This design comes from an exercise in tuning for small area, a short achievable clock period and few clock cycles per item on the open sky130 flow, not from production work. RTL that was checked went through simulation tests only; none was proved equivalent to the original. For runs 1 and 2, only the layout was checked, not whether the RTL still works. Power figures rest on the tool's default switching activity, not on a simulated workload.

<file path="flow/run.sh">
#!/bin/bash
set -euo pipefail
export BUFFER_PORTS_ARGS="-buffer_cell sky130_fd_sc_hd__buf_2"
bash standard.sh > standard.log 2>&1
</file>
<file path="standard.sh">
#!/bin/bash
# synth_recipe.tcl (not shown) runs the flow's synth.tcl, then flattens the netlist and writes it again
# the make line also repeats each setting of config.mk as NAME=value (left out here)
make -C /OpenROAD-flow-scripts/flow DESIGN_CONFIG=/design/flow/config.mk WORK_HOME=/design/flow/orfs CLKGATE_MAP_FILE= SYNTH_SCRIPT=/design/flow/synth_recipe.tcl "${@:-finish}"
</file>
<file path="config.mk">
export PLATFORM = sky130hd
export DESIGN_NAME = output_eval_top
export DESIGN_NICKNAME = output_eval_top
export VERILOG_FILES = /design/flow/design.v
export SDC_FILE = /design/flow/constraint.sdc
export NUM_CORES = 4
export LEC_CHECK = 0
export ABC_AREA = 1
export CAP_MARGIN = 20
export CORE_MARGIN = 2
export CORE_UTILIZATION = 40
export CTS_BUF_LIST = sky130_fd_sc_hd__clkbuf_4 sky130_fd_sc_hd__clkbuf_8
export SETUP_SLACK_MARGIN = 3.0
export SLEW_MARGIN = 20
</file>
<file path="constraint.sdc">
create_clock -name core_clock -period 7.5 [get_ports {clk}]
set_input_delay 1.5000 -clock core_clock [delete_from_list [all_inputs] [get_ports {clk}]]
set_output_delay 1.5000 -clock core_clock [all_outputs]
set_load 0.01 [all_outputs]
</file>
<file path="design.v">
package output_eval_pkg;
	localparam int DATA_W = 12;
	localparam int INT_BITS = 3;
	localparam int FRAC_BITS = DATA_W - INT_BITS - 1;  
	localparam int NEURONS = 4;  
	localparam int IDX_W = 2;  
	localparam int CNT_W = 8;  
	typedef logic signed [DATA_W-1:0] fxp_t;
	typedef fxp_t [NEURONS-1:0] fxp_vec_t;  
	typedef logic signed [2*DATA_W-1:0] product_t;  
	localparam fxp_t FXP_MAX = {1'b0, {(DATA_W-1){1'b1}}};
	localparam fxp_t FXP_MIN = {1'b1, {(DATA_W-1){1'b0}}};
	localparam fxp_t FXP_NEG_ONE = {{(INT_BITS+1){1'b1}}, {FRAC_BITS{1'b0}}};
	typedef struct packed {
		fxp_vec_t act;  
		fxp_vec_t deriv;  
		logic [NEURONS-1:0] label;  
	} sample_t;
	typedef struct packed {
		logic valid;  
		logic [IDX_W-1:0] idx;  
		fxp_t max_val;  
	} class_t;
	typedef struct packed {
		fxp_vec_t delta;  
		logic [IDX_W-1:0] idx;
		logic correct;  
		logic [CNT_W-1:0] count;  
	} result_t;
	localparam int SAMPLE_W = 2 * NEURONS * DATA_W + NEURONS;  
	localparam int RESULT_W = NEURONS * DATA_W + IDX_W + 1 + CNT_W;  
endpackage
`timescale 1ns/1ps
module fxp_mul (
	input logic [11:0] a_i,  
	input logic y_i,  
	input logic [11:0] d_i,  
	output logic [31:0] t_o  
);
	logic sat;  
	logic [11:8] dec;  
	logic [11:0] ap;  
	logic neg0, one0, two0;
	logic [12:0] pp0;
	logic onel0, twol0;  
	logic neg1, one1, two1;
	logic [12:0] pp1;
	logic onel1, twol1;  
	logic neg2, one2, two2;
	logic [12:0] pp2;
	logic onel2, twol2;  
	logic neg3, one3, two3;
	logic [12:0] pp3;
	logic onel3, twol3;  
	logic neg4, one4, two4;
	logic [12:0] pp4;
	logic onel4, twol4;  
	logic neg5, one5, two5;
	logic [12:0] pp5;
	logic onel5, twol5;  
	logic [12:0] sel5;
	logic [5:0] z5;  
	logic negc5;  
	logic s0, k0;
	logic s1, k1;
	logic s2, k2;
	logic s3, k3;
	logic s4, k4;
	logic s5, k5;
	logic s6, k6;
	logic s7, k7;
	logic s8, k8;
	logic s9, k9;
	logic s10, k10;
	logic s11, k11;
	logic s12, k12;
	logic s13, k13;
	logic s14, k14;
	logic s15, k15;
	logic s16, k16;
	logic s17, k17;
	logic s18, k18;
	logic s19, k19;
	logic s20, k20;
	logic s21, k21;
	logic s22, k22;
	logic s23, k23;
	logic s24, k24;
	logic s25, k25;
	logic s26, k26;
	logic s27, k27;
	logic s28, k28;
	logic s29, k29;
	logic s30, k30;
	logic s31, k31;
	logic s32, k32;
	logic s33, k33;
	logic s34, k34;
	logic s35, k35;
	logic s36, k36;
	logic s37, k37;
	logic s38, k38;
	logic s39, k39;
	logic s40, k40;
	logic s41, k41;
	logic s42, k42;
	logic s43, k43;
	logic s44, k44;
	logic s45, k45;
	logic s46, k46;
	logic s47, k47;
	logic s48, k48;
	logic s49, k49;
	logic s50, k50;
	logic s51, k51;
	logic s52, k52;
	logic s53, k53;
	logic s54, k54;
	logic [7:0] la, lb;
	logic [8:0] lg, lp;  
	logic lG0_1;
	logic lP0_1;
	logic lG0_3;
	logic lP0_3;
	logic lG0_5;
	logic lP0_5;
	logic lG0_7;
	logic lP0_7;
	logic lG1_2;
	logic lP1_2;
	logic lG1_3;
	logic lP1_3;
	logic lG1_6;
	logic lP1_6;
	logic lG1_7;
	logic lP1_7;
	logic lG2_4;
	logic lP2_4;
	logic lG2_5;
	logic lP2_5;
	logic lG2_6;
	logic lP2_6;
	logic lG2_7;
	logic lP2_7;
	logic lG3_8;
	logic lP3_8;
	logic lcarry;  
	assign sat = y_i & a_i[11] & ~a_i[10] & ~a_i[9] & ~a_i[8];
	assign dec[8] = a_i[8] ^ y_i;
	assign dec[9] = a_i[9] ^ (y_i & ~a_i[8]);
	assign dec[10] = a_i[10] ^ (y_i & ~a_i[8] & ~a_i[9]);
	assign dec[11] = a_i[11] ^ (y_i & ~a_i[8] & ~a_i[9] & ~a_i[10]);
	assign ap = {dec[11] | sat, dec[10:8] & {3{~sat}}, a_i[7:0]};
	assign neg0 = d_i[1];
	assign one0 = d_i[0] ^ 1'b0;
	assign two0 = (d_i[1] & ~d_i[0] & ~1'b0) | (~d_i[1] & d_i[0] & 1'b0);
	assign onel0 = one0 & ~sat;
	assign twol0 = two0 & ~sat;
	assign pp0[0] = ((ap[0] & onel0) | (1'b0 & twol0)) ^ neg0;
	assign pp0[1] = ((ap[1] & onel0) | (ap[0] & twol0)) ^ neg0;
	assign pp0[2] = ((ap[2] & onel0) | (ap[1] & twol0)) ^ neg0;
	assign pp0[3] = ((ap[3] & onel0) | (ap[2] & twol0)) ^ neg0;
	assign pp0[4] = ((ap[4] & onel0) | (ap[3] & twol0)) ^ neg0;
	assign pp0[5] = ((ap[5] & onel0) | (ap[4] & twol0)) ^ neg0;
	assign pp0[6] = ((ap[6] & onel0) | (ap[5] & twol0)) ^ neg0;
	assign pp0[7] = ((ap[7] & onel0) | (ap[6] & twol0)) ^ neg0;
	assign pp0[8] = ((ap[8] & one0) | (ap[7] & twol0)) ^ neg0;
	assign pp0[9] = ((ap[9] & one0) | (ap[8] & two0)) ^ neg0;
	assign pp0[10] = ((ap[10] & one0) | (ap[9] & two0)) ^ neg0;
	assign pp0[11] = ((ap[11] & one0) | (ap[10] & two0)) ^ neg0;
	assign pp0[12] = ((ap[11] & one0) | (ap[11] & two0)) ^ neg0;
	assign neg1 = d_i[3];
	assign one1 = d_i[2] ^ d_i[1];
	assign two1 = (d_i[3] & ~d_i[2] & ~d_i[1]) | (~d_i[3] & d_i[2] & d_i[1]);
	assign onel1 = one1 & ~sat;
	assign twol1 = two1 & ~sat;
	assign pp1[0] = ((ap[0] & onel1) | (1'b0 & twol1)) ^ neg1;
	assign pp1[1] = ((ap[1] & onel1) | (ap[0] & twol1)) ^ neg1;
	assign pp1[2] = ((ap[2] & onel1) | (ap[1] & twol1)) ^ neg1;
	assign pp1[3] = ((ap[3] & onel1) | (ap[2] & twol1)) ^ neg1;
	assign pp1[4] = ((ap[4] & onel1) | (ap[3] & twol1)) ^ neg1;
	assign pp1[5] = ((ap[5] & onel1) | (ap[4] & twol1)) ^ neg1;
	assign pp1[6] = ((ap[6] & onel1) | (ap[5] & twol1)) ^ neg1;
	assign pp1[7] = ((ap[7] & onel1) | (ap[6] & twol1)) ^ neg1;
	assign pp1[8] = ((ap[8] & one1) | (ap[7] & twol1)) ^ neg1;
	assign pp1[9] = ((ap[9] & one1) | (ap[8] & two1)) ^ neg1;
	assign pp1[10] = ((ap[10] & one1) | (ap[9] & two1)) ^ neg1;
	assign pp1[11] = ((ap[11] & one1) | (ap[10] & two1)) ^ neg1;
	assign pp1[12] = ((ap[11] & one1) | (ap[11] & two1)) ^ neg1;
	assign neg2 = d_i[5];
	assign one2 = d_i[4] ^ d_i[3];
	assign two2 = (d_i[5] & ~d_i[4] & ~d_i[3]) | (~d_i[5] & d_i[4] & d_i[3]);
	assign onel2 = one2 & ~sat;
	assign twol2 = two2 & ~sat;
	assign pp2[0] = ((ap[0] & onel2) | (1'b0 & twol2)) ^ neg2;
	assign pp2[1] = ((ap[1] & onel2) | (ap[0] & twol2)) ^ neg2;
	assign pp2[2] = ((ap[2] & onel2) | (ap[1] & twol2)) ^ neg2;
	assign pp2[3] = ((ap[3] & onel2) | (ap[2] & twol2)) ^ neg2;
	assign pp2[4] = ((ap[4] & onel2) | (ap[3] & twol2)) ^ neg2;
	assign pp2[5] = ((ap[5] & onel2) | (ap[4] & twol2)) ^ neg2;
	assign pp2[6] = ((ap[6] & onel2) | (ap[5] & twol2)) ^ neg2;
	assign pp2[7] = ((ap[7] & onel2) | (ap[6] & twol2)) ^ neg2;
	assign pp2[8] = ((ap[8] & one2) | (ap[7] & twol2)) ^ neg2;
	assign pp2[9] = ((ap[9] & one2) | (ap[8] & two2)) ^ neg2;
	assign pp2[10] = ((ap[10] & one2) | (ap[9] & two2)) ^ neg2;
	assign pp2[11] = ((ap[11] & one2) | (ap[10] & two2)) ^ neg2;
	assign pp2[12] = ((ap[11] & one2) | (ap[11] & two2)) ^ neg2;
	assign neg3 = d_i[7];
	assign one3 = d_i[6] ^ d_i[5];
	assign two3 = (d_i[7] & ~d_i[6] & ~d_i[5]) | (~d_i[7] & d_i[6] & d_i[5]);
	assign onel3 = one3 & ~sat;
	assign twol3 = two3 & ~sat;
	assign pp3[0] = ((ap[0] & onel3) | (1'b0 & twol3)) ^ neg3;
	assign pp3[1] = ((ap[1] & onel3) | (ap[0] & twol3)) ^ neg3;
	assign pp3[2] = ((ap[2] & onel3) | (ap[1] & twol3)) ^ neg3;
	assign pp3[3] = ((ap[3] & onel3) | (ap[2] & twol3)) ^ neg3;
	assign pp3[4] = ((ap[4] & onel3) | (ap[3] & twol3)) ^ neg3;
	assign pp3[5] = ((ap[5] & onel3) | (ap[4] & twol3)) ^ neg3;
	assign pp3[6] = ((ap[6] & onel3) | (ap[5] & twol3)) ^ neg3;
	assign pp3[7] = ((ap[7] & onel3) | (ap[6] & twol3)) ^ neg3;
	assign pp3[8] = ((ap[8] & one3) | (ap[7] & twol3)) ^ neg3;
	assign pp3[9] = ((ap[9] & one3) | (ap[8] & two3)) ^ neg3;
	assign pp3[10] = ((ap[10] & one3) | (ap[9] & two3)) ^ neg3;
	assign pp3[11] = ((ap[11] & one3) | (ap[10] & two3)) ^ neg3;
	assign pp3[12] = ((ap[11] & one3) | (ap[11] & two3)) ^ neg3;
	assign neg4 = d_i[9];
	assign one4 = d_i[8] ^ d_i[7];
	assign two4 = (d_i[9] & ~d_i[8] & ~d_i[7]) | (~d_i[9] & d_i[8] & d_i[7]);
	assign onel4 = one4 & ~sat;
	assign twol4 = two4 & ~sat;
	assign pp4[0] = ((ap[0] & onel4) | (1'b0 & twol4)) ^ neg4;
	assign pp4[1] = ((ap[1] & onel4) | (ap[0] & twol4)) ^ neg4;
	assign pp4[2] = ((ap[2] & onel4) | (ap[1] & twol4)) ^ neg4;
	assign pp4[3] = ((ap[3] & onel4) | (ap[2] & twol4)) ^ neg4;
	assign pp4[4] = ((ap[4] & onel4) | (ap[3] & twol4)) ^ neg4;
	assign pp4[5] = ((ap[5] & onel4) | (ap[4] & twol4)) ^ neg4;
	assign pp4[6] = ((ap[6] & onel4) | (ap[5] & twol4)) ^ neg4;
	assign pp4[7] = ((ap[7] & onel4) | (ap[6] & twol4)) ^ neg4;
	assign pp4[8] = ((ap[8] & one4) | (ap[7] & twol4)) ^ neg4;
	assign pp4[9] = ((ap[9] & one4) | (ap[8] & two4)) ^ neg4;
	assign pp4[10] = ((ap[10] & one4) | (ap[9] & two4)) ^ neg4;
	assign pp4[11] = ((ap[11] & one4) | (ap[10] & two4)) ^ neg4;
	assign pp4[12] = ((ap[11] & one4) | (ap[11] & two4)) ^ neg4;
	assign neg5 = d_i[11];
	assign one5 = d_i[10] ^ d_i[9];
	assign two5 = (d_i[11] & ~d_i[10] & ~d_i[9]) | (~d_i[11] & d_i[10] & d_i[9]);
	assign onel5 = one5 & ~sat;
	assign twol5 = two5 & ~sat;
	assign z5[0] = 1'b1;
	assign sel5[0] = (ap[0] & onel5) | (1'b0 & twol5);
	assign z5[1] = (~onel5 | (~ap[0])) & (~twol5 | (1'b1));
	assign pp5[0] = sel5[0] ^ (neg5 & ~z5[0]);
	assign sel5[1] = (ap[1] & onel5) | (ap[0] & twol5);
	assign z5[2] = (~onel5 | (~ap[0] & ~ap[1])) & (~twol5 | (~ap[0]));
	assign pp5[1] = sel5[1] ^ (neg5 & ~z5[1]);
	assign sel5[2] = (ap[2] & onel5) | (ap[1] & twol5);
	assign z5[3] = (~onel5 | (~ap[0] & ~ap[1] & ~ap[2])) & (~twol5 | (~ap[0] & ~ap[1]));
	assign pp5[2] = sel5[2] ^ (neg5 & ~z5[2]);
	assign sel5[3] = (ap[3] & onel5) | (ap[2] & twol5);
	assign z5[4] = (~onel5 | (~ap[0] & ~ap[1] & ~ap[2] & ~ap[3])) & (~twol5 | (~ap[0] & ~ap[1] & ~ap[2]));
	assign pp5[3] = sel5[3] ^ (neg5 & ~z5[3]);
	assign sel5[4] = (ap[4] & onel5) | (ap[3] & twol5);
	assign z5[5] = (~onel5 | (~ap[0] & ~ap[1] & ~ap[2] & ~ap[3] & ~ap[4])) & (~twol5 | (~ap[0] & ~ap[1] & ~ap[2] & ~ap[3]));
	assign pp5[4] = sel5[4] ^ (neg5 & ~z5[4]);
	assign sel5[5] = (ap[5] & onel5) | (ap[4] & twol5);
	assign pp5[5] = sel5[5] ^ neg5;
	assign sel5[6] = (ap[6] & onel5) | (ap[5] & twol5);
	assign pp5[6] = sel5[6] ^ neg5;
	assign sel5[7] = (ap[7] & onel5) | (ap[6] & twol5);
	assign pp5[7] = sel5[7] ^ neg5;
	assign sel5[8] = (ap[8] & one5) | (ap[7] & twol5);
	assign pp5[8] = sel5[8] ^ neg5;
	assign sel5[9] = (ap[9] & one5) | (ap[8] & two5);
	assign pp5[9] = sel5[9] ^ neg5;
	assign sel5[10] = (ap[10] & one5) | (ap[9] & two5);
	assign pp5[10] = sel5[10] ^ neg5;
	assign sel5[11] = (ap[11] & one5) | (ap[10] & two5);
	assign pp5[11] = sel5[11] ^ neg5;
	assign sel5[12] = (ap[11] & one5) | (ap[11] & two5);
	assign pp5[12] = sel5[12] ^ neg5;
	assign negc5 = neg5 & z5[5];
	assign s0 = pp0[6] ^ pp1[4];
	assign k0 = pp0[6] & pp1[4];
	assign s1 = pp0[7] ^ pp1[5] ^ pp2[3];
	assign k1 = (pp0[7] & pp1[5]) | (pp2[3] & (pp0[7] ^ pp1[5]));
	assign s2 = pp0[8] ^ pp1[6] ^ pp2[4];
	assign k2 = (pp0[8] & pp1[6]) | (pp2[4] & (pp0[8] ^ pp1[6]));
	assign s3 = pp3[2] ^ pp4[0];
	assign k3 = pp3[2] & pp4[0];
	assign s4 = pp0[9] ^ pp1[7] ^ pp2[5];
	assign k4 = (pp0[9] & pp1[7]) | (pp2[5] & (pp0[9] ^ pp1[7]));
	assign s5 = pp3[3] ^ pp4[1];
	assign k5 = pp3[3] & pp4[1];
	assign s6 = pp0[10] ^ pp1[8] ^ pp2[6];
	assign k6 = (pp0[10] & pp1[8]) | (pp2[6] & (pp0[10] ^ pp1[8]));
	assign s7 = pp3[4] ^ pp4[2] ^ pp5[0];
	assign k7 = (pp3[4] & pp4[2]) | (pp5[0] & (pp3[4] ^ pp4[2]));
	assign s8 = pp0[11] ^ pp1[9] ^ pp2[7];
	assign k8 = (pp0[11] & pp1[9]) | (pp2[7] & (pp0[11] ^ pp1[9]));
	assign s9 = pp3[5] ^ pp4[3] ^ pp5[1];
	assign k9 = (pp3[5] & pp4[3]) | (pp5[1] & (pp3[5] ^ pp4[3]));
	assign s10 = pp1[10] ^ pp2[8] ^ pp3[6];
	assign k10 = (pp1[10] & pp2[8]) | (pp3[6] & (pp1[10] ^ pp2[8]));
	assign s11 = pp4[4] ^ pp5[2] ^ pp0[12];
	assign k11 = (pp4[4] & pp5[2]) | (pp0[12] & (pp4[4] ^ pp5[2]));
	assign s12 = pp2[9] ^ pp3[7] ^ pp4[5];
	assign k12 = (pp2[9] & pp3[7]) | (pp4[5] & (pp2[9] ^ pp3[7]));
	assign s13 = pp5[3] ^ ~pp0[12] ^ ~pp1[11];
	assign k13 = (pp5[3] & ~pp0[12]) | (~pp1[11] & (pp5[3] ^ ~pp0[12]));
	assign s14 = ~pp1[12] ^ pp2[10] ^ pp3[8];
	assign k14 = (~pp1[12] & pp2[10]) | (pp3[8] & (~pp1[12] ^ pp2[10]));
	assign s15 = pp4[6] ^ pp5[4] ^ pp1[11];
	assign k15 = (pp4[6] & pp5[4]) | (pp1[11] & (pp4[6] ^ pp5[4]));
	assign s16 = pp2[11] ^ pp3[9] ^ pp4[7];
	assign k16 = (pp2[11] & pp3[9]) | (pp4[7] & (pp2[11] ^ pp3[9]));
	assign s17 = pp5[5] ^ negc5 ^ 1'b1;
	assign k17 = (pp5[5] & negc5) | (1'b1 & (pp5[5] ^ negc5));
	assign s18 = ~pp2[12] ^ pp3[10] ^ pp4[8];
	assign k18 = (~pp2[12] & pp3[10]) | (pp4[8] & (~pp2[12] ^ pp3[10]));
	assign s19 = pp3[11] ^ pp4[9];
	assign k19 = pp3[11] & pp4[9];
	assign s20 = pp0[4] ^ pp1[2];
	assign k20 = pp0[4] & pp1[2];
	assign s21 = pp0[5] ^ pp1[3];
	assign k21 = pp0[5] & pp1[3];
	assign s22 = pp2[2] ^ pp3[0] ^ neg3;
	assign k22 = (pp2[2] & pp3[0]) | (neg3 & (pp2[2] ^ pp3[0]));
	assign s23 = pp3[1] ^ 1'b1 ^ s1;
	assign k23 = (pp3[1] & 1'b1) | (s1 & (pp3[1] ^ 1'b1));
	assign s24 = neg4 ^ s2 ^ s3;
	assign k24 = (neg4 & s2) | (s3 & (neg4 ^ s2));
	assign s25 = s4 ^ s5 ^ k2;
	assign k25 = (s4 & s5) | (k2 & (s4 ^ s5));
	assign s26 = s6 ^ s7 ^ k4;
	assign k26 = (s6 & s7) | (k4 & (s6 ^ s7));
	assign s27 = s8 ^ s9 ^ k6;
	assign k27 = (s8 & s9) | (k6 & (s8 ^ s9));
	assign s28 = s10 ^ s11 ^ k8;
	assign k28 = (s10 & s11) | (k8 & (s10 ^ s11));
	assign s29 = s12 ^ s13 ^ k10;
	assign k29 = (s12 & s13) | (k10 & (s12 ^ s13));
	assign s30 = s14 ^ s15 ^ k12;
	assign k30 = (s14 & s15) | (k12 & (s14 ^ s15));
	assign s31 = s16 ^ s17 ^ k14;
	assign k31 = (s16 & s17) | (k14 & (s16 ^ s17));
	assign s32 = pp5[6] ^ s18 ^ k16;
	assign k32 = (pp5[6] & s18) | (k16 & (pp5[6] ^ s18));
	assign s33 = pp5[7] ^ 1'b1 ^ s19;
	assign k33 = (pp5[7] & 1'b1) | (s19 & (pp5[7] ^ 1'b1));
	assign s34 = ~pp3[12] ^ pp4[10] ^ pp5[8];
	assign k34 = (~pp3[12] & pp4[10]) | (pp5[8] & (~pp3[12] ^ pp4[10]));
	assign s35 = pp0[2] ^ pp1[0];
	assign k35 = pp0[2] & pp1[0];
	assign s36 = pp0[3] ^ pp1[1];
	assign k36 = pp0[3] & pp1[1];
	assign s37 = pp2[0] ^ neg2 ^ s20;
	assign k37 = (pp2[0] & neg2) | (s20 & (pp2[0] ^ neg2));
	assign s38 = pp2[1] ^ s21 ^ k20;
	assign k38 = (pp2[1] & s21) | (k20 & (pp2[1] ^ s21));
	assign s39 = s0 ^ s22 ^ k21;
	assign k39 = (s0 & s22) | (k21 & (s0 ^ s22));
	assign s40 = k0 ^ s23 ^ k22;
	assign k40 = (k0 & s23) | (k22 & (k0 ^ s23));
	assign s41 = k1 ^ s24 ^ k23;
	assign k41 = (k1 & s24) | (k23 & (k1 ^ s24));
	assign s42 = k3 ^ s25 ^ k24;
	assign k42 = (k3 & s25) | (k24 & (k3 ^ s25));
	assign s43 = k5 ^ s26 ^ k25;
	assign k43 = (k5 & s26) | (k25 & (k5 ^ s26));
	assign s44 = k7 ^ s27 ^ k26;
	assign k44 = (k7 & s27) | (k26 & (k7 ^ s27));
	assign s45 = k9 ^ s28 ^ k27;
	assign k45 = (k9 & s28) | (k27 & (k9 ^ s28));
	assign s46 = k11 ^ s29 ^ k28;
	assign k46 = (k11 & s29) | (k28 & (k11 ^ s29));
	assign s47 = k13 ^ s30 ^ k29;
	assign k47 = (k13 & s30) | (k29 & (k13 ^ s30));
	assign s48 = k15 ^ s31 ^ k30;
	assign k48 = (k15 & s31) | (k30 & (k15 ^ s31));
	assign s49 = k17 ^ s32 ^ k31;
	assign k49 = (k17 & s32) | (k31 & (k17 ^ s32));
	assign s50 = k18 ^ s33 ^ k32;
	assign k50 = (k18 & s33) | (k32 & (k18 ^ s33));
	assign s51 = k19 ^ s34 ^ k33;
	assign k51 = (k19 & s34) | (k33 & (k19 ^ s34));
	assign s52 = pp4[11] ^ pp5[9] ^ k34;
	assign k52 = (pp4[11] & pp5[9]) | (k34 & (pp4[11] ^ pp5[9]));
	assign s53 = ~pp4[12] ^ pp5[10] ^ 1'b1;
	assign k53 = (~pp4[12] & pp5[10]) | (1'b1 & (~pp4[12] ^ pp5[10]));
	assign s54 = pp5[11] ^ 1'b1;
	assign k54 = pp5[11] & 1'b1;
	assign la[0] = pp0[0];
	assign lb[0] = neg0;
	assign la[1] = pp0[1];
	assign lb[1] = 1'b0;
	assign la[2] = neg1;
	assign lb[2] = s35;
	assign la[3] = s36;
	assign lb[3] = k35;
	assign la[4] = s37;
	assign lb[4] = k36;
	assign la[5] = s38;
	assign lb[5] = k37;
	assign la[6] = s39;
	assign lb[6] = k38;
	assign la[7] = s40;
	assign lb[7] = k39;
	assign lg[0] = 1'b0;
	assign lp[0] = 1'b0;
	assign lg[1] = la[0] & lb[0];
	assign lp[1] = la[0] ^ lb[0];
	assign lg[2] = la[1] & lb[1];
	assign lp[2] = la[1] ^ lb[1];
	assign lg[3] = la[2] & lb[2];
	assign lp[3] = la[2] ^ lb[2];
	assign lg[4] = la[3] & lb[3];
	assign lp[4] = la[3] ^ lb[3];
	assign lg[5] = la[4] & lb[4];
	assign lp[5] = la[4] ^ lb[4];
	assign lg[6] = la[5] & lb[5];
	assign lp[6] = la[5] ^ lb[5];
	assign lg[7] = la[6] & lb[6];
	assign lp[7] = la[6] ^ lb[6];
	assign lg[8] = la[7] & lb[7];
	assign lp[8] = la[7] ^ lb[7];
	assign lG0_1 = lg[1] | (lp[1] & lg[0]);
	assign lP0_1 = lp[1] & lp[0];
	assign lG0_3 = lg[3] | (lp[3] & lg[2]);
	assign lP0_3 = lp[3] & lp[2];
	assign lG0_5 = lg[5] | (lp[5] & lg[4]);
	assign lP0_5 = lp[5] & lp[4];
	assign lG0_7 = lg[7] | (lp[7] & lg[6]);
	assign lP0_7 = lp[7] & lp[6];
	assign lG1_2 = lg[2] | (lp[2] & lG0_1);
	assign lP1_2 = lp[2] & lP0_1;
	assign lG1_3 = lG0_3 | (lP0_3 & lG0_1);
	assign lP1_3 = lP0_3 & lP0_1;
	assign lG1_6 = lg[6] | (lp[6] & lG0_5);
	assign lP1_6 = lp[6] & lP0_5;
	assign lG1_7 = lG0_7 | (lP0_7 & lG0_5);
	assign lP1_7 = lP0_7 & lP0_5;
	assign lG2_4 = lg[4] | (lp[4] & lG1_3);
	assign lP2_4 = lp[4] & lP1_3;
	assign lG2_5 = lG0_5 | (lP0_5 & lG1_3);
	assign lP2_5 = lP0_5 & lP1_3;
	assign lG2_6 = lG1_6 | (lP1_6 & lG1_3);
	assign lP2_6 = lP1_6 & lP1_3;
	assign lG2_7 = lG1_7 | (lP1_7 & lG1_3);
	assign lP2_7 = lP1_7 & lP1_3;
	assign lG3_8 = lg[8] | (lp[8] & lG2_7);
	assign lP3_8 = lp[8] & lP2_7;
	assign lcarry = lG3_8;
	assign t_o[0] = s41;  
	assign t_o[1] = k40;  
	assign t_o[2] = s42;  
	assign t_o[3] = k41;  
	assign t_o[4] = s43;  
	assign t_o[5] = k42;  
	assign t_o[6] = s44;  
	assign t_o[7] = k43;  
	assign t_o[8] = s45;  
	assign t_o[9] = k44;  
	assign t_o[10] = s46;  
	assign t_o[11] = k45;  
	assign t_o[12] = s47;  
	assign t_o[13] = k46;  
	assign t_o[14] = s48;  
	assign t_o[15] = k47;  
	assign t_o[16] = s49;  
	assign t_o[17] = k48;  
	assign t_o[18] = s50;  
	assign t_o[19] = k49;  
	assign t_o[20] = s51;  
	assign t_o[21] = k50;  
	assign t_o[22] = s52;  
	assign t_o[23] = k51;  
	assign t_o[24] = s53;  
	assign t_o[25] = k52;  
	assign t_o[26] = s54;  
	assign t_o[27] = k53;  
	assign t_o[28] = ~pp5[12];  
	assign t_o[29] = k54;  
	assign t_o[30] = 1'b1;  
	assign t_o[31] = lcarry;  
endmodule
module fxp_mul_round (
	input logic [31:0] t_i,
	output logic [11:0] p_o
);
	logic [15:0] ra, rb;  
	logic [15:0] q;
	assign ra[0] = t_i[0];
	assign rb[0] = t_i[1];
	assign ra[1] = t_i[2];
	assign rb[1] = t_i[3];
	assign ra[2] = t_i[4];
	assign rb[2] = t_i[5];
	assign ra[3] = t_i[6];
	assign rb[3] = t_i[7];
	assign ra[4] = t_i[8];
	assign rb[4] = t_i[9];
	assign ra[5] = t_i[10];
	assign rb[5] = t_i[11];
	assign ra[6] = t_i[12];
	assign rb[6] = t_i[13];
	assign ra[7] = t_i[14];
	assign rb[7] = t_i[15];
	assign ra[8] = t_i[16];
	assign rb[8] = t_i[17];
	assign ra[9] = t_i[18];
	assign rb[9] = t_i[19];
	assign ra[10] = t_i[20];
	assign rb[10] = t_i[21];
	assign ra[11] = t_i[22];
	assign rb[11] = t_i[23];
	assign ra[12] = t_i[24];
	assign rb[12] = t_i[25];
	assign ra[13] = t_i[26];
	assign rb[13] = t_i[27];
	assign ra[14] = t_i[28];
	assign rb[14] = t_i[29];
	assign ra[15] = t_i[30];
	assign rb[15] = 1'b0;
	logic [16:0] qg, qp;  
	logic qG0_1;
	logic qP0_1;
	logic qG0_3;
	logic qP0_3;
	logic qG0_5;
	logic qP0_5;
	logic qG0_7;
	logic qP0_7;
	logic qG0_9;
	logic qP0_9;
	logic qG0_11;
	logic qP0_11;
	logic qG0_13;
	logic qP0_13;
	logic qG0_15;
	logic qP0_15;
	logic qG1_2;
	logic qP1_2;
	logic qG1_3;
	logic qP1_3;
	logic qG1_6;
	logic qP1_6;
	logic qG1_7;
	logic qP1_7;
	logic qG1_10;
	logic qP1_10;
	logic qG1_11;
	logic qP1_11;
	logic qG1_14;
	logic qP1_14;
	logic qG1_15;
	logic qP1_15;
	logic qG2_4;
	logic qP2_4;
	logic qG2_5;
	logic qP2_5;
	logic qG2_6;
	logic qP2_6;
	logic qG2_7;
	logic qP2_7;
	logic qG2_12;
	logic qP2_12;
	logic qG2_13;
	logic qP2_13;
	logic qG2_14;
	logic qP2_14;
	logic qG2_15;
	logic qP2_15;
	logic qG3_8;
	logic qP3_8;
	logic qG3_9;
	logic qP3_9;
	logic qG3_10;
	logic qP3_10;
	logic qG3_11;
	logic qP3_11;
	logic qG3_12;
	logic qP3_12;
	logic qG3_13;
	logic qP3_13;
	logic qG3_14;
	logic qP3_14;
	logic qG3_15;
	logic qP3_15;
	logic qG4_16;
	logic qP4_16;
	assign qg[0] = t_i[31];
	assign qp[0] = 1'b0;
	assign qg[1] = ra[0] & rb[0];
	assign qp[1] = ra[0] ^ rb[0];
	assign qg[2] = ra[1] & rb[1];
	assign qp[2] = ra[1] ^ rb[1];
	assign qg[3] = ra[2] & rb[2];
	assign qp[3] = ra[2] ^ rb[2];
	assign qg[4] = ra[3] & rb[3];
	assign qp[4] = ra[3] ^ rb[3];
	assign qg[5] = ra[4] & rb[4];
	assign qp[5] = ra[4] ^ rb[4];
	assign qg[6] = ra[5] & rb[5];
	assign qp[6] = ra[5] ^ rb[5];
	assign qg[7] = ra[6] & rb[6];
	assign qp[7] = ra[6] ^ rb[6];
	assign qg[8] = ra[7] & rb[7];
	assign qp[8] = ra[7] ^ rb[7];
	assign qg[9] = ra[8] & rb[8];
	assign qp[9] = ra[8] ^ rb[8];
	assign qg[10] = ra[9] & rb[9];
	assign qp[10] = ra[9] ^ rb[9];
	assign qg[11] = ra[10] & rb[10];
	assign qp[11] = ra[10] ^ rb[10];
	assign qg[12] = ra[11] & rb[11];
	assign qp[12] = ra[11] ^ rb[11];
	assign qg[13] = ra[12] & rb[12];
	assign qp[13] = ra[12] ^ rb[12];
	assign qg[14] = ra[13] & rb[13];
	assign qp[14] = ra[13] ^ rb[13];
	assign qg[15] = ra[14] & rb[14];
	assign qp[15] = ra[14] ^ rb[14];
	assign qg[16] = ra[15] & rb[15];
	assign qp[16] = ra[15] ^ rb[15];
	assign qG0_1 = qg[1] | (qp[1] & qg[0]);
	assign qP0_1 = qp[1] & qp[0];
	assign qG0_3 = qg[3] | (qp[3] & qg[2]);
	assign qP0_3 = qp[3] & qp[2];
	assign qG0_5 = qg[5] | (qp[5] & qg[4]);
	assign qP0_5 = qp[5] & qp[4];
	assign qG0_7 = qg[7] | (qp[7] & qg[6]);
	assign qP0_7 = qp[7] & qp[6];
	assign qG0_9 = qg[9] | (qp[9] & qg[8]);
	assign qP0_9 = qp[9] & qp[8];
	assign qG0_11 = qg[11] | (qp[11] & qg[10]);
	assign qP0_11 = qp[11] & qp[10];
	assign qG0_13 = qg[13] | (qp[13] & qg[12]);
	assign qP0_13 = qp[13] & qp[12];
	assign qG0_15 = qg[15] | (qp[15] & qg[14]);
	assign qP0_15 = qp[15] & qp[14];
	assign qG1_2 = qg[2] | (qp[2] & qG0_1);
	assign qP1_2 = qp[2] & qP0_1;
	assign qG1_3 = qG0_3 | (qP0_3 & qG0_1);
	assign qP1_3 = qP0_3 & qP0_1;
	assign qG1_6 = qg[6] | (qp[6] & qG0_5);
	assign qP1_6 = qp[6] & qP0_5;
	assign qG1_7 = qG0_7 | (qP0_7 & qG0_5);
	assign qP1_7 = qP0_7 & qP0_5;
	assign qG1_10 = qg[10] | (qp[10] & qG0_9);
	assign qP1_10 = qp[10] & qP0_9;
	assign qG1_11 = qG0_11 | (qP0_11 & qG0_9);
	assign qP1_11 = qP0_11 & qP0_9;
	assign qG1_14 = qg[14] | (qp[14] & qG0_13);
	assign qP1_14 = qp[14] & qP0_13;
	assign qG1_15 = qG0_15 | (qP0_15 & qG0_13);
	assign qP1_15 = qP0_15 & qP0_13;
	assign qG2_4 = qg[4] | (qp[4] & qG1_3);
	assign qP2_4 = qp[4] & qP1_3;
	assign qG2_5 = qG0_5 | (qP0_5 & qG1_3);
	assign qP2_5 = qP0_5 & qP1_3;
	assign qG2_6 = qG1_6 | (qP1_6 & qG1_3);
	assign qP2_6 = qP1_6 & qP1_3;
	assign qG2_7 = qG1_7 | (qP1_7 & qG1_3);
	assign qP2_7 = qP1_7 & qP1_3;
	assign qG2_12 = qg[12] | (qp[12] & qG1_11);
	assign qP2_12 = qp[12] & qP1_11;
	assign qG2_13 = qG0_13 | (qP0_13 & qG1_11);
	assign qP2_13 = qP0_13 & qP1_11;
	assign qG2_14 = qG1_14 | (qP1_14 & qG1_11);
	assign qP2_14 = qP1_14 & qP1_11;
	assign qG2_15 = qG1_15 | (qP1_15 & qG1_11);
	assign qP2_15 = qP1_15 & qP1_11;
	assign qG3_8 = qg[8] | (qp[8] & qG2_7);
	assign qP3_8 = qp[8] & qP2_7;
	assign qG3_9 = qG0_9 | (qP0_9 & qG2_7);
	assign qP3_9 = qP0_9 & qP2_7;
	assign qG3_10 = qG1_10 | (qP1_10 & qG2_7);
	assign qP3_10 = qP1_10 & qP2_7;
	assign qG3_11 = qG1_11 | (qP1_11 & qG2_7);
	assign qP3_11 = qP1_11 & qP2_7;
	assign qG3_12 = qG2_12 | (qP2_12 & qG2_7);
	assign qP3_12 = qP2_12 & qP2_7;
	assign qG3_13 = qG2_13 | (qP2_13 & qG2_7);
	assign qP3_13 = qP2_13 & qP2_7;
	assign qG3_14 = qG2_14 | (qP2_14 & qG2_7);
	assign qP3_14 = qP2_14 & qP2_7;
	assign qG3_15 = qG2_15 | (qP2_15 & qG2_7);
	assign qP3_15 = qP2_15 & qP2_7;
	assign qG4_16 = qg[16] | (qp[16] & qG3_15);
	assign qP4_16 = qp[16] & qP3_15;
	assign q[0] = qp[1] ^ qg[0];
	assign q[1] = qp[2] ^ qG0_1;
	assign q[2] = qp[3] ^ qG1_2;
	assign q[3] = qp[4] ^ qG1_3;
	assign q[4] = qp[5] ^ qG2_4;
	assign q[5] = qp[6] ^ qG2_5;
	assign q[6] = qp[7] ^ qG2_6;
	assign q[7] = qp[8] ^ qG2_7;
	assign q[8] = qp[9] ^ qG3_8;
	assign q[9] = qp[10] ^ qG3_9;
	assign q[10] = qp[11] ^ qG3_10;
	assign q[11] = qp[12] ^ qG3_11;
	assign q[12] = qp[13] ^ qG3_12;
	assign q[13] = qp[14] ^ qG3_13;
	assign q[14] = qp[15] ^ qG3_14;
	assign q[15] = qp[16] ^ qG3_15;
	logic hi_ok;  
	logic in_range;  
	assign hi_ok = ((ra[13] ^ rb[13]) == (ra[12] | rb[12])) &
		((ra[14] ^ rb[14]) == (ra[13] | rb[13])) &
		((ra[15] ^ rb[15]) == (ra[14] | rb[14]));
	assign in_range = hi_ok & (qG3_12 == (ra[12] ^ rb[12]));
	assign p_o = in_range ? {~q[11], q[10:0]} :
		(q[15] ? 12'h800 : 12'h7ff);
endmodule
`timescale 1ns/1ps
module output_eval_top (
	input logic clk,
	input logic reset,
	input logic wb_cyc_i,
	input logic wb_stb_i,
	input logic wb_we_i,
	input logic [99:0] wb_dat_i,
	output logic [58:0] wb_dat_o,
	output logic wb_ack_o
);
	localparam int TB = 32;  
	logic wr;  
	logic rd;  
	logic held_q;  
	logic [7:0] count_q;
	logic [1:0] idx_q;
	logic correct_q;
	logic [4*TB-1:0] t_q;  
	logic [4*TB-1:0] t_d;
	logic [47:0] delta;
	logic signed [11:0] act [4];  
	logic [3:0] win;  
	logic [1:0] idx_d;
	logic hit;
	assign wr = wb_cyc_i && wb_stb_i && wb_we_i;
	assign rd = wb_cyc_i && wb_stb_i && !wb_we_i && held_q;
	assign wb_ack_o = wr || rd;
	for (genvar g = 0; g < 4; g++) begin : g_neuron
		assign act[g] = wb_dat_i[52 + 12*g +: 12];
		fxp_mul u_mul (
			.a_i(act[g]),
			.y_i(wb_dat_i[g]),
			.d_i(wb_dat_i[4 + 12*g +: 12]),
			.t_o(t_d[TB*g +: TB])
		);
		fxp_mul_round u_round (
			.t_i(t_q[TB*g +: TB]),
			.p_o(delta[12*g +: 12])
		);
	end
	logic ge01, ge02, ge03, ge12, ge13, ge23;
	assign ge01 = act[0] >= act[1];
	assign ge02 = act[0] >= act[2];
	assign ge03 = act[0] >= act[3];
	assign ge12 = act[1] >= act[2];
	assign ge13 = act[1] >= act[3];
	assign ge23 = act[2] >= act[3];
	assign win[0] = ge01 && ge02 && ge03;
	assign win[1] = !ge01 && ge12 && ge13;
	assign win[2] = !ge02 && !ge12 && ge23;
	assign win[3] = !ge03 && !ge13 && !ge23;
	assign idx_d = {win[2] || win[3], win[1] || win[3]};
	assign hit = |(win & wb_dat_i[3:0]);
	always_ff @(posedge clk or posedge reset) begin
		if (reset) begin
			held_q <= 1'b0;
		end else if (wr) begin
			held_q <= 1'b1;
		end
	end
	always_ff @(posedge clk or posedge reset) begin
		if (reset) begin
			count_q <= '0;
		end else if (wr && hit) begin
			count_q <= count_q + 8'd1;
		end
	end
	always_ff @(posedge clk) begin
		if (wr) begin
			t_q <= t_d;
			idx_q <= idx_d;
			correct_q <= hit;
		end
	end
	assign wb_dat_o = {delta, idx_q, correct_q, count_q};
endmodule
</file>
==> impl_metrics.env, run 1 <==
export IMPL_outcome="finished clean"
export IMPL_wl_per_cell_um=17.2
export IMPL_rows=83
export IMPL_detail_route_vias_per_cell=5.24
export IMPL_final_hold_violation_count=0
export IMPL_cp_data_arrival_time_ns=4.73
export IMPL_number_of_antenna_violations_at_the_first_check_in_global_routing=2
export IMPL_worst_skew_pair_late_latency_ns=0.56
export IMPL_tritoncts_clock_tree="built"
export IMPL_post_place_ws_ns=2.22
export IMPL_die_x_um=232
export IMPL_initialDrtViolationCount=1070
export IMPL_clock_skew_ns=0.0125
export IMPL_place_port_buffers=164
export IMPL_ys_seq_elements=136
export IMPL_timing_final_setup_violations=0
export IMPL_synth_enable_flop_cells=127
export IMPL_cts_reportedPaths_clkPinSlew_ns=0.09
export IMPL_hold_path_class="reg -> reg"
export IMPL_timing_max_transition_violations_final=0
export IMPL_first_global_vias=17500
export IMPL_grt_ovfl_total=0
export IMPL_ctsRootBufferMaster="clkbuf_8"
export IMPL_synthesis_yosys_warnings=3
export IMPL_grt_first_pass_wirelength_mm=92.1
export IMPL_total_clock_buffers_created_by_cts=17
export IMPL_tightest_hold_margin_ns=0.476
export IMPL_setup_slack_ns=3.09
export IMPL_clk_path_buf_depth=2
export IMPL_post_synth_num_cell_types=49
export IMPL_grt_util_all_layers_pct=21.9
export IMPL_detailroute_via_count=17700
export IMPL_post_dp_hpwl_mm=46.3
export IMPL_critPathRequiredTime_ns=7.81
export IMPL_power_switching_fraction_pct=44.1
export IMPL_worst_setup_path_start_kind="input pin"
export IMPL_power_density_over_cell_area_nw_per_um2=219
export IMPL_postRouteWirelength_mm=58.3
export IMPL_synthesized_nets=3050
export IMPL_share_seq_of_total_power_pct=23.6
export IMPL_worst_ir_drop_vdd_mv=0.117
export IMPL_fraction_of_registers_with_async_set_reset_pct=6.62
export IMPL_antenna_left=0
export IMPL_final_layout_net_count=3198
export IMPL_core_region_area_um2=51400
export IMPL_area_of_the_die_um2=54000
export IMPL_routabilityCongestion=0.935
export IMPL_cts_sink_count=136
export IMPL_final_period_minus_worst_setup_slack_ns=4.41
export IMPL_final_cell_mix="inv_1, nand2_1, xor2_1, ha_1, o22ai_1"
export IMPL_grt_max_degree=64
export IMPL_postSynthAreaPerCell_um2=8.19
export IMPL_htreeDepth=4
export IMPL_chipHeight_um=232
export IMPL_synth_yosys_seq_area_share_pct=19.4
export IMPL_worstSetupPathType="in -> reg"
export IMPL_internal_power_uw=2880
export IMPL_maxSlewHeadroom_pct=41.7
export IMPL_floorplan_initialDensity_pct=40.6
export IMPL_leakagePower_uw=0.0116
export IMPL_netlist_instances=2544
export IMPL_min_period_over_period_pct=58.9
export IMPL_cp_end_kind="flip-flop"
export IMPL_nFillCells=5137
export IMPL_comb_power_share_pct=62.4
export IMPL_fmaxAchievable_mhz=227
export IMPL_area_growth_pct=13.3
export IMPL_mostFrequentLayoutCell="inv_1"
export IMPL_drive_gt1_share_pct=15.0
export IMPL_worst_pin_slew_ns=0.875
export IMPL_p_clk_share_pct=14.0
export IMPL_cp_max_fo=14
export IMPL_boundary_pins=165
export IMPL_setup_tns_final_ns=0
export IMPL_grt_setup_unrepaired="true"
export IMPL_remaining_drc_errors=0
export IMPL_first_pass_iteration_count_of_the_detailed_router=6
export IMPL_dominantRegCellSynth="edfxtp_1"
export IMPL_net_switching_power_uw=2280
export IMPL_cts_hold_buffers=0
export IMPL_max_cap_viol_count=0
export IMPL_utilization_pct=45.9
export IMPL_syn_area_um2=20800
==> critical path, stage by stage <==
cell     delay [ns]
buf_2          0.30
nand2_1        0.14
o21ai_0        0.34
nand2_1        0.29
o22ai_1        0.27
xor2_1         0.20
fa_1           0.43
inv_1          0.06
ha_1           0.21
inv_1          0.07
fa_1           0.42
ha_1           0.29
a21o_1         0.17
==> layout make-up <==
type / count / area (µm²) / area share, %
antenna: 1 / 2.50 / 0.0106
clock buffer: 18 / 241 / 1.02
clock inverter: 14 / 223 / 0.943
inverter: 518 / 1990 / 8.43
multi-input combinational: 1821 / 15200 / 64.2
sequential: 136 / 4040 / 17.1
tap: 680 / 851 / 3.60
timing repair buffer: 198 / 1110 / 4.71
==> per-layer routing <==
metal	global-route usage (%)	wire, µm	up-vias
met5	0	15	-
met4	8.71	1730	2
met3	2.96	2420	88
met2	37.5	28800	460
met1	27.8	25300	8566
li1	-	-	8614
==> power by group through the flow <==
stage	combinational (µW)	sequential, µW	clock [µW]
floorplan	2280	1220	0
global placement	3010	1230	0
detailed placement	3100	1230	0
CTS	3170	1220	754
global route	3770	1230	775
finish	3220	1220	725
==> sequential cells by signal (all words and copies together) (netlist names) <==
register and flops:
t_q 124, correct_q 1, idx_q 2, count_q 8, held_q 1
==> Yosys cell counts (2+ instances only) <==
master	n	share of area, %
a2111oi_0	3	0.13
a211oi_1	9	0.32
a21boi_0	5	0.18
a21o_1	8	0.29
a21oi_1	85	2.0
a22o_1	9	0.38
and2_1	4	0.12
buf_1	2	0.036
buf_2	22	0.53
buf_4	5	0.18
buf_6	3	0.16
clkbuf_1	43	0.77
clkinv_1	20	0.36
dfrtp_1	9	1.1
edfxtp_1	127	18
fa_1	176	17
ha_1	225	14
inv_1	484	8.7
inv_2	13	0.23
mux2i_1	4	0.19
nand2_1	347	6.2
nand2_2	8	0.24
nand3_1	45	1.1
nand3_2	8	0.38
nand3b_1	5	0.18
nand4_1	16	0.48
nor2_1	149	2.7
nor3_1	7	0.17
o211ai_1	10	0.36
o21a_1	8	0.29
o21ai_0	148	3.6
o21ai_1	4	0.096
o22ai_1	206	6.2
or2_1	2	0.060
or2_2	3	0.090
or2_4	2	0.084
or4_1	2	0.072
xnor2_1	39	1.6
xor2_1	269	11
==> path summary, 6_finish.rpt <==
| path | end | from | cells past startpoint | slack [ns] |
|---|---|---|---|---|
| max | t_q[63] | wb_dat_i[19] | 13 | 3.09 |
| min | held_q | held_q | 2 | 0.48 |
| max reg2reg | count_q[7] | count_q[4] | 5 | 6.28 |
| min reg2reg | held_q | held_q | 2 | 0.48 |
| max in group asynchronous | count_q[4] | reset | 2 | 6.34 |
| min in group asynchronous | count_q[7] | reset | 2 | 0.89 |
==> cells by family after synthesis <==
family / after synthesis / share of synthesized area [%]
and+or+nand+nor: 602 / 12.1
buffers and inverters: 593 / 11.0
AOI/OAI and AO/OA: 500 / 14.0
adders and majority gates: 401 / 30.4
xor gates and xnor gates: 308 / 12.9
DFF: 136 / 19.4
muxes: 4 / 0.192
==> metrics by stage <==
step / total power [µW] / cells / instance area [µm²]
finish: 5160 / 3386 / 23600
global route: 5780 / 3386 / 23600
CTS: 5150 / 3359 / 23100
detailed placement: 4340 / 3315 / 22500
global placement: 4240 / 3315 / 22500
floorplan: 3500 / 2544 / 21100
==> repair_timing <==
| item | 4_1_cts | 5_1_grt |
|---|---|---|
| gates resized for setup | 36 | 118 |
| pin swaps | 10 | 15 |
| gates cloned | 3 | 3 |
| endpoints found under the hold margin | 0 | 0 |
| setup endpoints to repair | 61 | 105 |
| setup buffers | 9 | 23 |
==> inputs of run 2 (changes only) <==
--- a/config.mk
+++ b/config.mk
@@ -10,5 +10,5 @@
 export CORE_MARGIN = 2
 export CORE_UTILIZATION = 40
 export CTS_BUF_LIST = sky130_fd_sc_hd__clkbuf_4 sky130_fd_sc_hd__clkbuf_8
-export SETUP_SLACK_MARGIN = 3.0
+export SETUP_SLACK_MARGIN = 3.15
 export SLEW_MARGIN = 20
==> run 2 against run 1 <==
Effect of this change:
- still clean on timing, DRC and antenna
- synthesized area unchanged
- final area is 3.8% higher
- via count rose by 0.89%
- die area unchanged
- combinational power rose by 4%
- power rose by 1.8%
- final cell count increased by 0.86%
- first-iteration DRC count increased by 17%
- critical path depth is 2 higher
- core utilization rose by 1.8 points
- critical endpoint is now t_q[31]
- largest cell class unchanged
==> impl_metrics.env, run 2 <==
export IMPL_outcome="finished clean"
export IMPL_largest_register_ffs=124
export IMPL_worst_pin_slew_ns=0.871
export IMPL_postSynthAreaPerCell_um2=8.19
export IMPL_cts_sink_count=136
export IMPL_netlist_instances=2544
export IMPL_dominantRegCellSynth="edfxtp_1"
export IMPL_final_hold_violation_count=0
export IMPL_mostFrequentLayoutCell="inv_1"
export IMPL_chipHeight_um=232
export IMPL_clock_skew_ns=0.00726
export IMPL_synthesized_nets=3050
export IMPL_detailroute_via_count=17900
export IMPL_remaining_drc_errors=0
export IMPL_ctsRootBufferMaster="clkbuf_8"
export IMPL_detail_route_vias_per_cell=5.24
export IMPL_initialDrtViolationCount=1251
export IMPL_total_clock_buffers_created_by_cts=17
export IMPL_first_global_vias=17800
export IMPL_final_cell_mix="inv_1, nand2_1, xor2_1, ha_1, o22ai_1"
export IMPL_worstRegToRegCells=5
export IMPL_post_dp_hpwl_mm=45.7
export IMPL_synth_area_top_cells="edfxtp_1, fa_1, ha_1, xor2_1, inv_1"
export IMPL_synth_top_area_cell="edfxtp_1"
export IMPL_routabilityCongestion=0.901
export IMPL_post_synth_top_area_fraction_pct=18.3
export IMPL_drive_gt1_share_pct=19.9
export IMPL_leakagePower_uw=0.0118
export IMPL_cp_end_kind="flip-flop"
export IMPL_worstSetupPathType="in -> reg"
export IMPL_critPathRequiredTime_ns=7.76
export IMPL_min_delay_start="held_q"
export IMPL_grt_max_degree=65
export IMPL_boundary_pins=165
export IMPL_power_density_over_cell_area_nw_per_um2=214
export IMPL_cp_data_arrival_time_ns=4.59
export IMPL_largestRegisters="t_q (124), count_q (8), idx_q (2)"
export IMPL_nFillCells=5047
export IMPL_place_port_buffers=164
export IMPL_timing_max_transition_violations_final=0
export IMPL_multi_input_comb_area_um2=15700
export IMPL_rows=83
export IMPL_core_region_area_um2=51400
export IMPL_final_layout_net_count=3225
export IMPL_grt_setup_unrepaired="true"
export IMPL_post_place_ws_ns=2.21
export IMPL_worstHoldPathCells=2
export IMPL_htreeDepth=4
export IMPL_largest_register="t_q"
export IMPL_worst_setup_path_start_kind="input pin"
export IMPL_cp_max_fo=9
export IMPL_area_of_the_die_um2=54000
export IMPL_setup_tns_final_ns=0
export IMPL_antenna_left=0
export IMPL_cts_reportedPaths_clkPinSlew_ns=0.08
export IMPL_synth_enable_flop_cells=127
export IMPL_worst_ir_drop_vdd_mv=0.125
export IMPL_clk_path_buf_depth=2
export IMPL_worst_skew_pair_late_latency_ns=0.51
export IMPL_critical_path_reg2reg_endpoint="count_q[6]"
export IMPL_tritoncts_clock_tree="built"
export IMPL_fmaxAchievable_mhz=231
export IMPL_wl_per_cell_um=17.0
export IMPL_number_of_antenna_violations_at_the_first_check_in_global_routing=5
export IMPL_yosys_cell_count_top_type="inv_1"
export IMPL_final_period_minus_worst_setup_slack_ns=4.33
export IMPL_min_period_over_period_pct=57.7
export IMPL_critical_path_reg2reg_startpoint="count_q[1]"
export IMPL_setup_slack_ns=3.17
export IMPL_timing_reg2reg_setup_slack_ns=6.29
export IMPL_fraction_of_registers_with_async_set_reset_pct=6.62
export IMPL_maxSlewHeadroom_pct=41.9
export IMPL_area_sequential_um2=4040
export IMPL_first_pass_iteration_count_of_the_detailed_router=6
export IMPL_area_growth_pct=17.6
export IMPL_max_cap_viol_count=0
export IMPL_floorplan_initialDensity_pct=40.6
export IMPL_synthesis_yosys_warnings=3
export IMPL_postRouteWirelength_mm=58.0
export IMPL_post_synth_num_cell_types=49
export IMPL_timing_final_setup_violations=0
export IMPL_grt_ovfl_total=0
export IMPL_hold_path_class="reg -> reg"
export IMPL_grt_util_all_layers_pct=21.5
export IMPL_synth_yosys_seq_area_share_pct=19.4
export IMPL_syn_area_um2=20800
export IMPL_die_x_um=232
export IMPL_grt_first_pass_wirelength_mm=91.7
export IMPL_synth_commonest_cells="inv_1, nand2_1, xor2_1, ha_1, o22ai_1"
export IMPL_whs_endpoint="held_q"
export IMPL_ys_seq_elements=136
==> run 2: changes by cell type in the layout (fill, tap and decap cells not counted), sizes merged <==
cell      before  now
buf          192  210
clkbuf        24   33
inv          504  500
clkinv        18   21
diode          1    3
clkinvlp       5    6
nand3         55   56
nor2         151  150
==> run 2: worst max-delay path: stages <==
cell and delay [ns]:
clkbuf_4 0.18, nand2_1 0.11, nor2_4 0.15, nand3_4 0.17
buf_4 0.18, nand2_2 0.18, o22ai_1 0.12, xor2_1 0.18
fa_1 0.54, inv_1 0.04, ha_1 0.28, inv_1 0.07
fa_1 0.42, ha_1 0.29, a21o_1 0.18
==> run 2: area by class of cell <==
type                    instances  share of cell area [%]
clock inverters                14                   0.806
well taps                     680                    3.47
repair buffers                225                    5.59
multi-input cells            1821                    64.1
inverters                     518                    8.52
flip-flops and latches        136                    16.5
clock buffers                  18                   0.985
diodes                          3                  0.0306
==> run 2: stage by stage <==
stage | hold WS, ns | instance area, µm² | std cells | total power (µW) | util, %
3_5_place_dp | 0.454 | 22800 | 3315 | 4370 | 44.4
2_1_floorplan | 0.427 | 21600 | 2544 | 3530 | -
5_1_grt | 0.486 | 24500 | 3414 | 5870 | 47.7
4_1_cts | 0.476 | 23700 | 3372 | 5180 | 46.1
6_report | 0.472 | 24500 | 3415 | 5250 | 47.7
3_3_place_gp | 0.444 | 22800 | 3315 | 4260 | 44.4
==> run 2: how the worst max path moves through the flow <==
stage                             from           end  slack [ns]  cells after the start
after floorplan           wb_dat_i[60]        t_q[6]        2.94                     17
after global placement    wb_dat_i[86]       t_q[95]        2.24                     15
after detailed placement  wb_dat_i[86]       t_q[95]        2.21                     15
after CTS                  wb_dat_i[7]       t_q[31]        3.03                     13
after global routing           t_q[63]  wb_dat_o[32]        3.05                     17
final                     wb_dat_i[63]       t_q[31]        3.17                     15
==> run 2: metal layers <==
metal | global-route usage [%] | vias up | share of wire (%)
met4 | 7.55 | 4 | 2.9
met5 | 0 | - | 0.040
met3 | 2.84 | 100 | 4.6
li1 | - | 8690 | -
met2 | 37.4 | 477 | 49
met1 | 27.3 | 8616 | 43
==> run 2: report_power, final <==
group	internal (µW)	switching, µW	leakage [µW]
clock network	368	328	0.000217
registers	1150	63.8	0.00128
logic	1390	1950	0.0104
total	2910	2340	0.0118
==> run 2: what timing repair did <==
| item | in CTS | in global routing |
|---|---|---|
| gates resized for setup | 78 | 155 |
| hold buffers | 0 | 0 |
| setup endpoints to repair | 105 | 99 |
| pin swaps | 15 | 31 |
| cloned | 4 | 2 |
| setup buffers | 21 | 38 |
==> run 2: kinds of logic (layout without fill, tap and decap cells) <==
group                    after synthesis  count (layout)  synth area share [%]
AND/OR/NAND/NOR                      602             607                  12.1
buffers and inverters                593             775                  11.0
AO/OA/AOI/OAI                        500             501                  14.0
adder cells (fa/ha/maj)              401             401                  30.4
XOR/XNOR                             308             308                  12.9
flip-flops                           136             136                  19.4
multiplexers                           4               4                 0.192
other                                  0               3                     0
==> inputs of run 3 (changes only) <==
--- a/design.v
+++ b/design.v
@@ -450,38 +450,38 @@
 	assign lG3_8 = lg[8] | (lp[8] & lG2_7);
 	assign lP3_8 = lp[8] & lP2_7;
 	assign lcarry = lG3_8;
-	assign t_o[0] = s41;  
-	assign t_o[1] = k40;  
-	assign t_o[2] = s42;  
+	assign t_o[0] = ~s41;  
+	assign t_o[1] = ~k40;  
+	assign t_o[2] = ~s42;  
 	assign t_o[3] = k41;  
-	assign t_o[4] = s43;  
-	assign t_o[5] = k42;  
-	assign t_o[6] = s44;  
-	assign t_o[7] = k43;  
-	assign t_o[8] = s45;  
-	assign t_o[9] = k44;  
+	assign t_o[4] = ~s43;  
+	assign t_o[5] = ~k42;  
+	assign t_o[6] = ~s44;  
+	assign t_o[7] = ~k43;  
+	assign t_o[8] = ~s45;  
+	assign t_o[9] = ~k44;  
 	assign t_o[10] = s46;  
-	assign t_o[11] = k45;  
+	assign t_o[11] = ~k45;  
 	assign t_o[12] = s47;  
 	assign t_o[13] = k46;  
 	assign t_o[14] = s48;  
 	assign t_o[15] = k47;  
-	assign t_o[16] = s49;  
+	assign t_o[16] = ~s49;  
 	assign t_o[17] = k48;  
-	assign t_o[18] = s50;  
-	assign t_o[19] = k49;  
+	assign t_o[18] = ~s50;  
+	assign t_o[19] = ~k49;  
 	assign t_o[20] = s51;  
-	assign t_o[21] = k50;  
+	assign t_o[21] = ~k50;  
 	assign t_o[22] = s52;  
 	assign t_o[23] = k51;  
-	assign t_o[24] = s53;  
+	assign t_o[24] = ~s53;  
 	assign t_o[25] = k52;  
 	assign t_o[26] = s54;  
-	assign t_o[27] = k53;  
+	assign t_o[27] = ~k53;  
 	assign t_o[28] = ~pp5[12];  
-	assign t_o[29] = k54;  
+	assign t_o[29] = ~k54;  
 	assign t_o[30] = 1'b1;  
-	assign t_o[31] = lcarry;  
+	assign t_o[31] = ~lcarry;  
 endmodule
 module fxp_mul_round (
 	input logic [31:0] t_i,
@@ -489,36 +489,36 @@
 );
 	logic [15:0] ra, rb;  
 	logic [15:0] q;
-	assign ra[0] = t_i[0];
-	assign rb[0] = t_i[1];
-	assign ra[1] = t_i[2];
+	assign ra[0] = ~t_i[0];
+	assign rb[0] = ~t_i[1];
+	assign ra[1] = ~t_i[2];
 	assign rb[1] = t_i[3];
-	assign ra[2] = t_i[4];
-	assign rb[2] = t_i[5];
-	assign ra[3] = t_i[6];
-	assign rb[3] = t_i[7];
-	assign ra[4] = t_i[8];
-	assign rb[4] = t_i[9];
+	assign ra[2] = ~t_i[4];
+	assign rb[2] = ~t_i[5];
+	assign ra[3] = ~t_i[6];
+	assign rb[3] = ~t_i[7];
+	assign ra[4] = ~t_i[8];
+	assign rb[4] = ~t_i[9];
 	assign ra[5] = t_i[10];
-	assign rb[5] = t_i[11];
+	assign rb[5] = ~t_i[11];
 	assign ra[6] = t_i[12];
 	assign rb[6] = t_i[13];
 	assign ra[7] = t_i[14];
 	assign rb[7] = t_i[15];
-	assign ra[8] = t_i[16];
+	assign ra[8] = ~t_i[16];
 	assign rb[8] = t_i[17];
-	assign ra[9] = t_i[18];
-	assign rb[9] = t_i[19];
+	assign ra[9] = ~t_i[18];
+	assign rb[9] = ~t_i[19];
 	assign ra[10] = t_i[20];
-	assign rb[10] = t_i[21];
+	assign rb[10] = ~t_i[21];
 	assign ra[11] = t_i[22];
 	assign rb[11] = t_i[23];
-	assign ra[12] = t_i[24];
+	assign ra[12] = ~t_i[24];
 	assign rb[12] = t_i[25];
 	assign ra[13] = t_i[26];
-	assign rb[13] = t_i[27];
+	assign rb[13] = ~t_i[27];
 	assign ra[14] = t_i[28];
-	assign rb[14] = t_i[29];
+	assign rb[14] = ~t_i[29];
 	assign ra[15] = t_i[30];
 	assign rb[15] = 1'b0;
 	logic [16:0] qg, qp;  
@@ -588,7 +588,7 @@
 	logic qP3_15;
 	logic qG4_16;
 	logic qP4_16;
-	assign qg[0] = t_i[31];
+	assign qg[0] = ~t_i[31];
 	assign qp[0] = 1'b0;
 	assign qg[1] = ra[0] & rb[0];
 	assign qp[1] = ra[0] ^ rb[0];
--- a/config.mk
+++ b/config.mk
@@ -10,5 +10,5 @@
 export CORE_MARGIN = 2
 export CORE_UTILIZATION = 40
 export CTS_BUF_LIST = sky130_fd_sc_hd__clkbuf_4 sky130_fd_sc_hd__clkbuf_8
-export SETUP_SLACK_MARGIN = 3.15
+export SETUP_SLACK_MARGIN = 3.0
 export SLEW_MARGIN = 20
==> run 3 against run 2 <==
Effect of this change:
- worst setup slack got worse by 0.12 ns
- die area decreased by 2.0%
- register-to-register slack about the same
- flip-flop and latch count decreased by 4
- power decreased by 6.1%
- worst hold slack got worse by 0.0074 ns
- combinational power decreased by 8.1%
- largest power group unchanged
- global-route usage increased by 0.72 points
- final area decreased by 6.0%
- sequential power decreased by 3%
- final cell count decreased by 3.0%
- clock power decreased by 2%
==> impl_metrics.env, run 3 <==
export IMPL_outcome="finished clean"
export IMPL_postRouteWirelength_mm=58.4
export IMPL_grt_setup_unrepaired="true"
export IMPL_grt_max_degree=73
export IMPL_mostFrequentLayoutCell="inv_1"
export IMPL_setup_tns_final_ns=0
export IMPL_worst_pin_slew_ns=0.874
export IMPL_area_of_the_die_um2=52900
export IMPL_detail_route_vias_per_cell=5.29
export IMPL_core_region_area_um2=50300
export IMPL_first_pass_iteration_count_of_the_detailed_router=5
export IMPL_cp_data_arrival_time_ns=4.73
export IMPL_cp_max_fo=6
export IMPL_drive_gt1_share_pct=14.0
export IMPL_synthesis_yosys_warnings=3
export IMPL_grt_first_pass_wirelength_mm=92.4
export IMPL_worst_skew_pair_late_latency_ns=0.54
export IMPL_boundary_pins=165
export IMPL_synth_enable_flop_cells=123
export IMPL_cp_cell_sequence="buf_2 -> inv_2 -> ha_4 -> ha_4 -> ha_4 -> xnor2_1 -> nand2_2 -> clkinvlp_4 -> buf_4 -> nor2_4 -> a211oi_1 -> a21oi_1 -> fa_1 -> fa_1 -> fa_1"
export IMPL_floorplan_initialDensity_pct=40.6
export IMPL_tritoncts_clock_tree="built"
export IMPL_gr_max_usage_layer="met2"
export IMPL_largest_register_ffs=120
export IMPL_rows=82
export IMPL_synth_top_area_cell="edfxtp_1"
export IMPL_fmaxAchievable_mhz=225
export IMPL_final_period_minus_worst_setup_slack_ns=4.45
export IMPL_remaining_drc_errors=0
export IMPL_antenna_left=0
export IMPL_cts_reportedPaths_clkPinSlew_ns=0.08
export IMPL_first_global_vias=17300
export IMPL_detailroute_via_count=17500
export IMPL_cts_hold_buffers=0
export IMPL_largest_register="t_q"
export IMPL_worstSetupPathType="in -> reg"
export IMPL_dominantRegCellSynth="edfxtp_1"
export IMPL_met1_usage_pct=28.7
export IMPL_worst_ir_drop_vdd_mv=0.113
export IMPL_power_density_over_cell_area_nw_per_um2=214
export IMPL_hold_path_class="reg -> reg"
export IMPL_postSynthAreaPerCell_um2=8.27
export IMPL_total_clock_buffers_created_by_cts=17
export IMPL_number_of_antenna_violations_at_the_first_check_in_global_routing=6
export IMPL_place_port_buffers=164
export IMPL_final_layout_net_count=3130
export IMPL_ctsRootBufferMaster="clkbuf_8"
export IMPL_htreeDepth=4
export IMPL_post_synth_num_cell_types=43
export IMPL_crit_slowest_cell="fa_1"
export IMPL_synth_area_top_cells="edfxtp_1, fa_1, ha_1, xor2_1, inv_1"
export IMPL_wl_per_cell_um=17.6
export IMPL_grt_use_met2_pct=37.6
export IMPL_critPathRequiredTime_ns=7.78
export IMPL_synth_yosys_seq_area_share_pct=19.2
export IMPL_die_x_um=230
export IMPL_dpl_cell_area_um2=22100
export IMPL_synthesized_nets=2975
export IMPL_routabilityCongestion=0.953
export IMPL_cts_sink_count=132
export IMPL_final_cell_mix="inv_1, nand2_1, xor2_1, ha_1, o22ai_1"
export IMPL_post_synth_top_area_fraction_pct=18.1
export IMPL_maxSlewHeadroom_pct=41.7
export IMPL_area_growth_pct=12.8
export IMPL_grtUsageMet3_pct=3.55
export IMPL_post_place_ws_ns=2.25
export IMPL_initialDrtViolationCount=1085
export IMPL_syn_area_um2=20400
export IMPL_fraction_of_registers_with_async_set_reset_pct=6.82
export IMPL_critPathMaxStageDelay_ns=0.58
export IMPL_timing_final_setup_violations=0
export IMPL_setup_slack_ns=3.05
export IMPL_timing_max_transition_violations_final=0
export IMPL_clock_skew_ns=0.00406
export IMPL_synth_commonest_cells="inv_1, nand2_1, xor2_1, ha_1, o22ai_1"
export IMPL_yosys_cell_count_top_type="inv_1"
export IMPL_clk_path_buf_depth=2
export IMPL_min_period_over_period_pct=59.3
export IMPL_grt_util_all_layers_pct=22.2
export IMPL_largestRegisters="t_q (120), count_q (8), idx_q (2)"
export IMPL_netlist_instances=2469
export IMPL_max_cap_viol_count=0
export IMPL_fin_area_um2=23000
export IMPL_cp_end_kind="flip-flop"
export IMPL_worst_setup_path_start_kind="input pin"
export IMPL_chipHeight_um=230
export IMPL_post_dp_hpwl_mm=47.2
export IMPL_tightest_hold_margin_ns=0.464
export IMPL_final_hold_violation_count=0
export IMPL_leakagePower_uw=0.0111
export IMPL_grt_ovfl_total=0
export IMPL_ys_seq_elements=132
## run 3: through the flow
stage / std cells / util [%] / total power (µW)
3_5_place_dp: 3245 / 43.9 / 4200
4_1_cts: 3288 / 45.0 / 4940
6_report: 3312 / 45.8 / 4930
2_1_floorplan: 2469 / - / 3350
5_1_grt: 3310 / 45.8 / 5510
3_3_place_gp: 3245 / 43.9 / 4100
## run 3: timing repair
| item | CTS | global route |
|---|---|---|
| cloned | 0 | 5 |
| gates resized for setup | 27 | 84 |
| pin swaps | 5 | 16 |
| setup buffers | 11 | 16 |
| setup endpoints to repair | 54 | 86 |
## run 3: critical path, delay by kind of cell
kind | cells | cell delay, ns
fa+ha+maj | 6 | 1.99
simple gates | 2 | 0.26
compound gates | 2 | 0.30
xor+xnor | 1 | 0.14
buf+inv | 4 | 0.54
## run 3: layout make-up
class                   count  area (µm²)
inverters                 456        1750
repair buffers            193        1060
flip-flops and latches    132        3920
clock buffers              21         289
multi-input cells        1824       15000
diodes                      3        7.51
well taps                 672         841
clock inverters            11         146
fillers                  5108       27200
## run 3: power by group
part	internal (µW)	switching (µW)	total [µW]
Clock	365	318	683
Combinational	1270	1800	3070
Sequential	1130	52.1	1180
## run 3: per-layer routing
layer	wire, µm	vias up
li1	-	8485
met2	28100	443
met5	29	-
met3	2700	89
met1	25700	8502
met4	1790	4
## run 3: logic make-up (layout without fill, tap and decap cells)
family	after synthesis	count (layout)	synth area share (%)
buf+inv	518	681	9.91
flops	132	132	19.2
mux	4	4	0.196
other cells	0	3	0
compound gates	489	489	13.9
xor+xnor	307	307	13.2
fa+ha+maj	401	401	31.0
simple gates	618	623	12.6
## run 3: final timing paths
path / from / endpoint / slack [ns] / depth (start not counted)
max: wb_dat_i[84] / t_q[70] / 3.05 / 15
min: held_q / held_q / 0.46 / 2
max reg2reg: count_q[2] / count_q[7] / 6.30 / 5
min reg2reg: held_q / held_q / 0.46 / 2
max in group asynchronous: reset / count_q[0] / 6.34 / 2
min in group asynchronous: reset / count_q[4] / 0.90 / 2
Testbench counts of run 3, summed over its fixed seeds: cycles 6,400, items 3,200.

## separate check: timing with driven ports
In the flow no input, the clock included, has a driving cell. The finished layouts below were timed again as built, in two steps. Step 1, drivers: a clkbuf_16 drives clk and a buf_2 each remaining input, both assumed. Step 2 also shifts input and output timing later by t, the mid clock arrival at the registers, as if the neighbouring blocks saw the same clock. Three values: ideal, step 1, step 2; two values: the first two.
run	t, ns	slack for setup (ns)	hold slack, ns	worst setup path after step 2
run 1	0.603	3.086 / 3.095 / 2.491	0.476 / 0.476 / 0.476	input to register
run 2	0.557	3.171 / 3.197 / 2.646	0.472 / 0.472 / 0.472	input to register
run 3	0.597	3.052 / 3.078 / 2.481	0.464 / 0.464 / 0.464	input to register
After both steps setup and hold are still met in every run listed. For run 1, which loses most, drivers alone change the setup slack by +0.009 ns; drivers and shift together by -0.595 ns.
